This is an optimization exercise on Yosys and OpenROAD, whose aim is small area, a short achievable clock period and few clock cycles, not a production implementation.
In this exercise RTL edits were held to simulation tests only and were not proved equivalent to the original.

==> run a: inputs <==
==> flow/design.v <==
package mrhm_pkg;
   localparam int COUNT_BITS = 32;
   localparam int DEBOUNCE_BITS = 10;
   localparam int TIMEOUT_BITS  = 32;
   localparam int SECONDS_BITS  = 32;
   localparam int TICKS_BITS    = 32;
   localparam int CSR_DATA_BITS = 32;
   localparam logic [DEBOUNCE_BITS-1:0] DEBOUNCE_RESET = 10'd50;
   localparam logic [TIMEOUT_BITS-1:0]  TIMEOUT_RESET  = 32'd60000;
   typedef enum logic [0:0] {
      CSR_DEBOUNCE = 1'b0,
      CSR_TIMEOUT  = 1'b1
   } csr_index_type;
   typedef enum logic [1:0] {
      MODE_IDLE  = 2'd0,
      MODE_RUN   = 2'd1,
      MODE_PAUSE = 2'd2
   } mode_type;
   typedef enum logic [2:0] {
      EV_NONE   = 3'd0,
      EV_START  = 3'd1,
      EV_PAUSE  = 3'd2,
      EV_RESUME = 3'd3,
      EV_FINISH = 3'd4
   } event_type;
   typedef struct packed {
      logic [DEBOUNCE_BITS-1:0] debounce_ticks;
      logic [TIMEOUT_BITS-1:0]  timeout_ticks;
   } cfg_type;
   typedef struct packed {
      logic                     qualified_level;
      logic [DEBOUNCE_BITS-1:0] stable_count;
      mode_type                 run_mode;
      logic [COUNT_BITS-1:0]    elapsed;
      logic [COUNT_BITS-1:0]    on_total;
      logic [COUNT_BITS-1:0]    off_total;
      logic [SECONDS_BITS-1:0]  start_stamp;
      logic [SECONDS_BITS-1:0]  end_stamp;
   } meter_state_type;
endpackage
module mrhm_step
(
   input  logic                                       cur_run,
   input  logic                                       cur_pause,
   input  logic [mrhm_pkg::DEBOUNCE_BITS-1:0]         cur_stable,
   input  logic                                       cur_stable_ge,
   input  logic [mrhm_pkg::COUNT_BITS-1:0]            cur_elapsed1,
   input  logic                                       cur_elapsed_max,
   input  logic [mrhm_pkg::TICKS_BITS-1:0]            cur_run_sum,
   input  logic [mrhm_pkg::TICKS_BITS-1:0]            cur_on,
   input  logic [mrhm_pkg::TICKS_BITS-1:0]            cur_off,
   input  logic [mrhm_pkg::SECONDS_BITS-1:0]          cur_start,
   input  logic [mrhm_pkg::SECONDS_BITS-1:0]          cur_end,
   input  mrhm_pkg::cfg_type                          cfg,
   input  logic                                       raw_level,
   input  logic [mrhm_pkg::SECONDS_BITS-1:0]          wall_seconds,
   output logic                                       nxt_run,
   output logic                                       nxt_pause,
   output logic [mrhm_pkg::DEBOUNCE_BITS-1:0]         nxt_stable,
   output logic                                       nxt_stable_ge,
   output logic [mrhm_pkg::COUNT_BITS-1:0]            nxt_elapsed1,
   output logic                                       nxt_elapsed_max,
   output logic [mrhm_pkg::TICKS_BITS-1:0]            nxt_run_sum,
   output logic [mrhm_pkg::TICKS_BITS-1:0]            nxt_on,
   output logic [mrhm_pkg::TICKS_BITS-1:0]            nxt_off,
   output logic [mrhm_pkg::SECONDS_BITS-1:0]          nxt_start,
   output logic [mrhm_pkg::SECONDS_BITS-1:0]          nxt_end
);
   logic                             cur_idle;
   logic                             counting, flip, timed_out;
   logic                             ev_start, ev_pause, ev_resume;
   logic [mrhm_pkg::DEBOUNCE_BITS-1:0] stable_inc;
   logic                             elapsed1_max;
   logic [mrhm_pkg::TICKS_BITS-1:0]  sum, other;
   assign cur_idle  = !cur_run && !cur_pause;
   assign ev_pause  = cur_run   && !raw_level && cur_stable_ge;
   assign ev_start  = cur_idle  &&  raw_level && cur_stable_ge;
   assign ev_resume = cur_pause &&  raw_level && cur_stable_ge;
   assign flip      = ev_pause || ev_start || ev_resume;
   assign counting  = (cur_run && !raw_level && !cur_stable_ge)
                   || (!cur_run && raw_level && !cur_stable_ge);
   assign stable_inc = cur_stable + 1'b1;
   assign nxt_stable = counting ? stable_inc : '0;
   assign nxt_stable_ge = counting ? (cur_stable == cfg.debounce_ticks - 1'b1)
                                   : (cfg.debounce_ticks == '0);
   assign timed_out = cur_elapsed1 >= cfg.timeout_ticks;
   assign nxt_run   = ev_start || ev_resume || (cur_run && !ev_pause);
   assign nxt_pause = ev_pause || (cur_pause && !ev_resume && !timed_out);
   assign elapsed1_max    = &cur_elapsed1;
   assign nxt_elapsed1    = flip ? mrhm_pkg::COUNT_BITS'(1)
                          : elapsed1_max ? cur_elapsed1 : cur_elapsed1 + 1'b1;
   assign nxt_elapsed_max = !flip && elapsed1_max;
   assign sum   = cur_elapsed_max ? cur_run_sum : cur_run_sum + 1'b1;
   assign other = cur_run ? cur_off : cur_on;
   assign nxt_run_sum = !flip ? sum : cur_idle ? '0 : other;
   assign nxt_on    = ev_start ? '0 : ev_pause  ? sum : cur_on;
   assign nxt_off   = ev_start ? '0 : ev_resume ? sum : cur_off;
   assign nxt_start = ev_start ? wall_seconds : cur_start;
   assign nxt_end   = ev_pause ? wall_seconds : cur_end;
endmodule
module machine_run_hour_meter
(
   input  logic         clock,
   input  logic         reset,
   input  logic         req_tvalid,
   output logic         req_tready,
   input  logic [39:0]  req_tdata,    
   output logic         rsp_tvalid,
   input  logic         rsp_tready,
   output logic [135:0] rsp_tdata,
   input  logic                               csr_we,
   input  mrhm_pkg::csr_index_type            csr_index,
   input  logic [mrhm_pkg::CSR_DATA_BITS-1:0] csr_wdata
);
   mrhm_pkg::cfg_type                 cfg_ff;
   logic                              run_ff, pause_ff;
   logic [mrhm_pkg::DEBOUNCE_BITS-1:0] stable_ff;
   logic                              stable_ge_ff;
   logic [mrhm_pkg::COUNT_BITS-1:0]   elapsed1_ff;
   logic                              elapsed_max_ff;
   logic [mrhm_pkg::TICKS_BITS-1:0]   run_sum_ff;
   logic [mrhm_pkg::TICKS_BITS-1:0]   on_ff, off_ff;
   logic [mrhm_pkg::SECONDS_BITS-1:0] start_ff, end_ff;
   logic                              prev_run_ff, prev_pause_ff;
   mrhm_pkg::event_type               rsp_event;
   logic                              rsp_valid_ff;
   logic                              nxt_run, nxt_pause;
   logic [mrhm_pkg::DEBOUNCE_BITS-1:0] nxt_stable;
   logic                              nxt_stable_ge;
   logic [mrhm_pkg::COUNT_BITS-1:0]   nxt_elapsed1;
   logic                              nxt_elapsed_max;
   logic [mrhm_pkg::TICKS_BITS-1:0]   nxt_run_sum;
   logic [mrhm_pkg::TICKS_BITS-1:0]   nxt_on, nxt_off;
   logic [mrhm_pkg::SECONDS_BITS-1:0] nxt_start, nxt_end;
   logic                              req_accept;
   assign req_tready = rsp_tready;
   assign req_accept = req_tvalid && rsp_tready;
   always_ff @(posedge clock) begin
      if (reset) begin
         cfg_ff.debounce_ticks <= mrhm_pkg::DEBOUNCE_RESET;
         cfg_ff.timeout_ticks  <= mrhm_pkg::TIMEOUT_RESET;
      end else if (csr_we) begin
         if (csr_index == mrhm_pkg::CSR_DEBOUNCE)
            cfg_ff.debounce_ticks <= csr_wdata[mrhm_pkg::DEBOUNCE_BITS-1:0];
         else
            cfg_ff.timeout_ticks  <= csr_wdata[mrhm_pkg::TIMEOUT_BITS-1:0];
      end
   end
   mrhm_step u_step (
      .cur_run      (run_ff),
      .cur_pause    (pause_ff),
      .cur_stable   (stable_ff),
      .cur_stable_ge (stable_ge_ff),
      .cur_elapsed1 (elapsed1_ff),
      .cur_elapsed_max (elapsed_max_ff),
      .cur_run_sum  (run_sum_ff),
      .cur_on       (on_ff),
      .cur_off      (off_ff),
      .cur_start    (start_ff),
      .cur_end      (end_ff),
      .cfg          (cfg_ff),
      .raw_level    (req_tdata[0] | req_tdata[1]),
      .wall_seconds (req_tdata[33:2]),
      .nxt_run      (nxt_run),
      .nxt_pause    (nxt_pause),
      .nxt_stable   (nxt_stable),
      .nxt_stable_ge (nxt_stable_ge),
      .nxt_elapsed1 (nxt_elapsed1),
      .nxt_elapsed_max (nxt_elapsed_max),
      .nxt_run_sum  (nxt_run_sum),
      .nxt_on       (nxt_on),
      .nxt_off      (nxt_off),
      .nxt_start    (nxt_start),
      .nxt_end      (nxt_end)
   );
   always_ff @(posedge clock) begin
      if (reset) begin
         run_ff      <= 1'b0;
         pause_ff    <= 1'b0;
         stable_ff   <= '0;
         on_ff       <= '0;
         off_ff      <= '0;
         start_ff    <= '0;
         end_ff      <= '0;
      end else if (req_accept) begin
         run_ff      <= nxt_run;
         pause_ff    <= nxt_pause;
         stable_ff   <= nxt_stable;
         on_ff       <= nxt_on;
         off_ff      <= nxt_off;
         start_ff    <= nxt_start;
         end_ff      <= nxt_end;
      end
   end
   always_ff @(posedge clock) begin
      if (req_accept) begin
         elapsed1_ff    <= nxt_elapsed1;
         elapsed_max_ff <= nxt_elapsed_max;
         run_sum_ff     <= nxt_run_sum;
      end
   end
   always_ff @(posedge clock) begin
      if (reset) begin
         stable_ge_ff <= 1'b0;
      end else if (req_accept) begin
         stable_ge_ff <= nxt_stable_ge;
      end else if (csr_we && csr_index == mrhm_pkg::CSR_DEBOUNCE) begin
         stable_ge_ff <= stable_ff >= csr_wdata[mrhm_pkg::DEBOUNCE_BITS-1:0];
      end
   end
   always_ff @(posedge clock) begin
      if (req_accept) begin
         prev_run_ff   <= run_ff;
         prev_pause_ff <= pause_ff;
      end
   end
   assign rsp_event = mrhm_pkg::event_type'({
      prev_pause_ff && !run_ff && !pause_ff,
      (prev_run_ff && pause_ff) || (prev_pause_ff && run_ff),
      run_ff && !prev_run_ff});
   always_ff @(posedge clock) begin
      if (reset) begin
         rsp_valid_ff <= 1'b0;
      end else if (rsp_tready) begin
         rsp_valid_ff <= req_tvalid;
      end
   end
   assign rsp_tvalid = rsp_valid_ff;
   assign rsp_tdata  = {3'b000, end_ff, start_ff, off_ff, on_ff,
                        pause_ff, run_ff, rsp_event};
endmodule
==> flow/flow/run.sh <==
#!/bin/bash
export BUFFER_PORTS_ARGS="-buffer_cell sky130_fd_sc_hd__buf_1"
bash standard.sh finish > standard.log 2>&1
==> flow/standard.sh <==
#!/bin/bash
# synth_recipe.tcl (not shown) runs the flow's synth.tcl, then flattens the netlist and writes it again
# the make line also repeats each setting of config.mk as NAME=value (left out here)
make -C /OpenROAD-flow-scripts/flow DESIGN_CONFIG=/design/flow/config.mk WORK_HOME=/design/flow/orfs CLKGATE_MAP_FILE= SYNTH_SCRIPT=/design/flow/synth_recipe.tcl "${@:-finish}"
==> flow/config.mk <==
export PLATFORM = sky130hd
export DESIGN_NAME = machine_run_hour_meter
export DESIGN_NICKNAME = machine_run_hour_meter
export VERILOG_FILES = /design/flow/design.v
export SDC_FILE = /design/flow/constraint.sdc
export NUM_CORES = 4
export LEC_CHECK = 0
export CAP_MARGIN = 20
export CORE_MARGIN = 2
export CORE_UTILIZATION = 50
export CTS_CLUSTER_DIAMETER = 100
export CTS_CLUSTER_SIZE = 30
export PLACE_DENSITY = 0.7
export SETUP_SLACK_MARGIN = 2.7
export SLEW_MARGIN = 20
==> flow/constraint.sdc <==
create_clock -name core_clock -period 5.0 [get_ports {clock}]
set_input_delay 1.0000 -clock core_clock [delete_from_list [all_inputs] [get_ports {clock}]]
set_output_delay 1.0000 -clock core_clock [all_outputs]
set_load 0.01 [all_outputs]
==> run b: changes against run a <==
CORE_UTILIZATION = 60   (was 50)
GPL_TIMING_DRIVEN = 0   (was not set)
PLACE_DENSITY = 0.75   (was 0.7)
==> run c: changes against run a <==
--- a/flow/design.v
+++ b/flow/design.v
@@ -125,3 +125,3 @@
    mrhm_pkg::event_type               rsp_event;
-   logic                              rsp_valid_ff;
+   logic                              rsp_valid_ff, rsp_valid_out_ff;
    logic                              nxt_run, nxt_pause;
@@ -135,4 +135,4 @@
    logic                              req_accept;
-   assign req_tready = rsp_tready;
-   assign req_accept = req_tvalid && rsp_tready;
+   assign req_tready = !rsp_valid_out_ff || rsp_tready;
+   assign req_accept = req_tvalid && (!rsp_valid_ff || rsp_tready);
    always_ff @(posedge clock) begin
@@ -223,7 +223,18 @@
          rsp_valid_ff <= 1'b0;
+      end else if (req_accept) begin
+         rsp_valid_ff <= 1'b1;
       end else if (rsp_tready) begin
-         rsp_valid_ff <= req_tvalid;
-      end
-   end
-   assign rsp_tvalid = rsp_valid_ff;
+         rsp_valid_ff <= 1'b0;
+      end
+   end
+   always_ff @(posedge clock) begin
+      if (reset) begin
+         rsp_valid_out_ff <= 1'b0;
+      end else if (req_tvalid && req_tready) begin
+         rsp_valid_out_ff <= 1'b1;
+      end else if (rsp_tready) begin
+         rsp_valid_out_ff <= 1'b0;
+      end
+   end
+   assign rsp_tvalid = rsp_valid_out_ff;
    assign rsp_tdata  = {3'b000, end_ff, start_ff, off_ff, on_ff,
CORE_UTILIZATION = 60   (was 50)
PLACE_DENSITY = 0.75   (was 0.7)
SETUP_SLACK_MARGIN = 2.6   (was 2.7)
==> impl_metrics.json <==
{
  "place_ws_ps": 1628,
  "status": "timing/DRC/antenna clean",
  "synth_compound_area_share_pct": 14.84,
  "use_met3_pct": 2.340,
  "die_area_sq_um": 24800,
  "fin_area_sq_um": 13630,
  "total_power_mw": 3.745,
  "avgSynthCellArea_sq_um": 8.655,
  "reg2reg_slack_ps": 2720,
  "clk-insertion-delay-late_ps": 500,
  "fin_ws_ps": 2659,
  "synth.distinct_cells": 58,
  "r2r-start": "elapsed1_ff[1]",
  "use_met2_pct": 39.24,
  "wl_met3_microns": 1640,
  "wl_met1_microns": 13820,
  "worstSetupPathDepth": 3,
  "place_area_sq_um": 12770,
  "yosysSeqAreaShare_pct": 48.35
}
The numbers above come from run a.

==> impl_metrics.json <==
{
  "avgSynthCellArea_sq_um": 8.646,
  "wl_met3_microns": 1714,
  "r2r-start": "elapsed_max_ff",
  "status": "timing/DRC/antenna clean",
  "use_met3_pct": 2.781,
  "clk-insertion-delay-late_ps": 490,
  "fin_area_sq_um": 13330,
  "use_met2_pct": 45.69,
  "wl_met1_microns": 12650,
  "fin_ws_ps": 2635,
  "die_area_sq_um": 20810,
  "place_ws_ps": 1700,
  "worstSetupPathDepth": 3,
  "synth_compound_area_share_pct": 14.68,
  "place_area_sq_um": 12690
}
The numbers above come from run c.

==> impl_metrics.json <==
{
  "clk-insertion-delay-late_ps": 500,
  "total_power_mw": 3.750,
  "wl_met1_microns": 13210,
  "place_area_sq_um": 12970,
  "p_seq_mw": 2.20,
  "status": "timing/DRC/antenna clean",
  "worstHoldStart": "start_ff[21]",
  "fillers": 1656,
  "place_ws_ps": 1864,
  "reg2reg_slack_ps": 2740,
  "r2r-start": "elapsed_max_ff",
  "synth_compound_area_share_pct": 14.84,
  "fin_area_sq_um": 13800,
  "wl_met3_microns": 2362,
  "avgSynthCellArea_sq_um": 8.655,
  "use_met2_pct": 49.52,
  "die_area_sq_um": 20770,
  "synth.distinct_cells": 58,
  "yosysSeqAreaShare_pct": 48.35,
  "use_met3_pct": 4.834
}
The numbers above come from run b.

Testbench counts of run a, summed over its fixed seeds: cycles 24,082.
Testbench counts of run b, summed over its fixed seeds: cycles 24,082.
Testbench counts of run c, summed over its fixed seeds: cycles 24,082.

-- static timing again, ports no longer ideal --
The results above use ideal ports. As a check the final layouts listed here were re-extracted and re-timed, cells and wires unchanged. Step 1, drivers: a clkbuf_16 drives clock and a buf_2 each remaining input, both assumed. Step 2, shift: input delay + t, output delay - t, t = (earliest + latest rising clock arrival at the registers) / 2. This alone moves slack from input paths to output paths. Slacks: no drivers / after step 1 / after step 2; pairs: no drivers / after step 1.
run | shift t [ns] | setup WS [ns] | worst setup path after step 2
run a | 0.538 | 2.658 / 2.608 / 2.173 | input to register
run b | 0.530 | 2.406 / 2.359 / 2.236 | input to register
run c | 0.527 | 2.635 / 2.593 / 2.185 | input to register
After both steps setup and hold are still met in every run listed. The setup slack of run a, which loses most, moves by -0.050 ns with the drivers and by -0.485 ns with both steps.
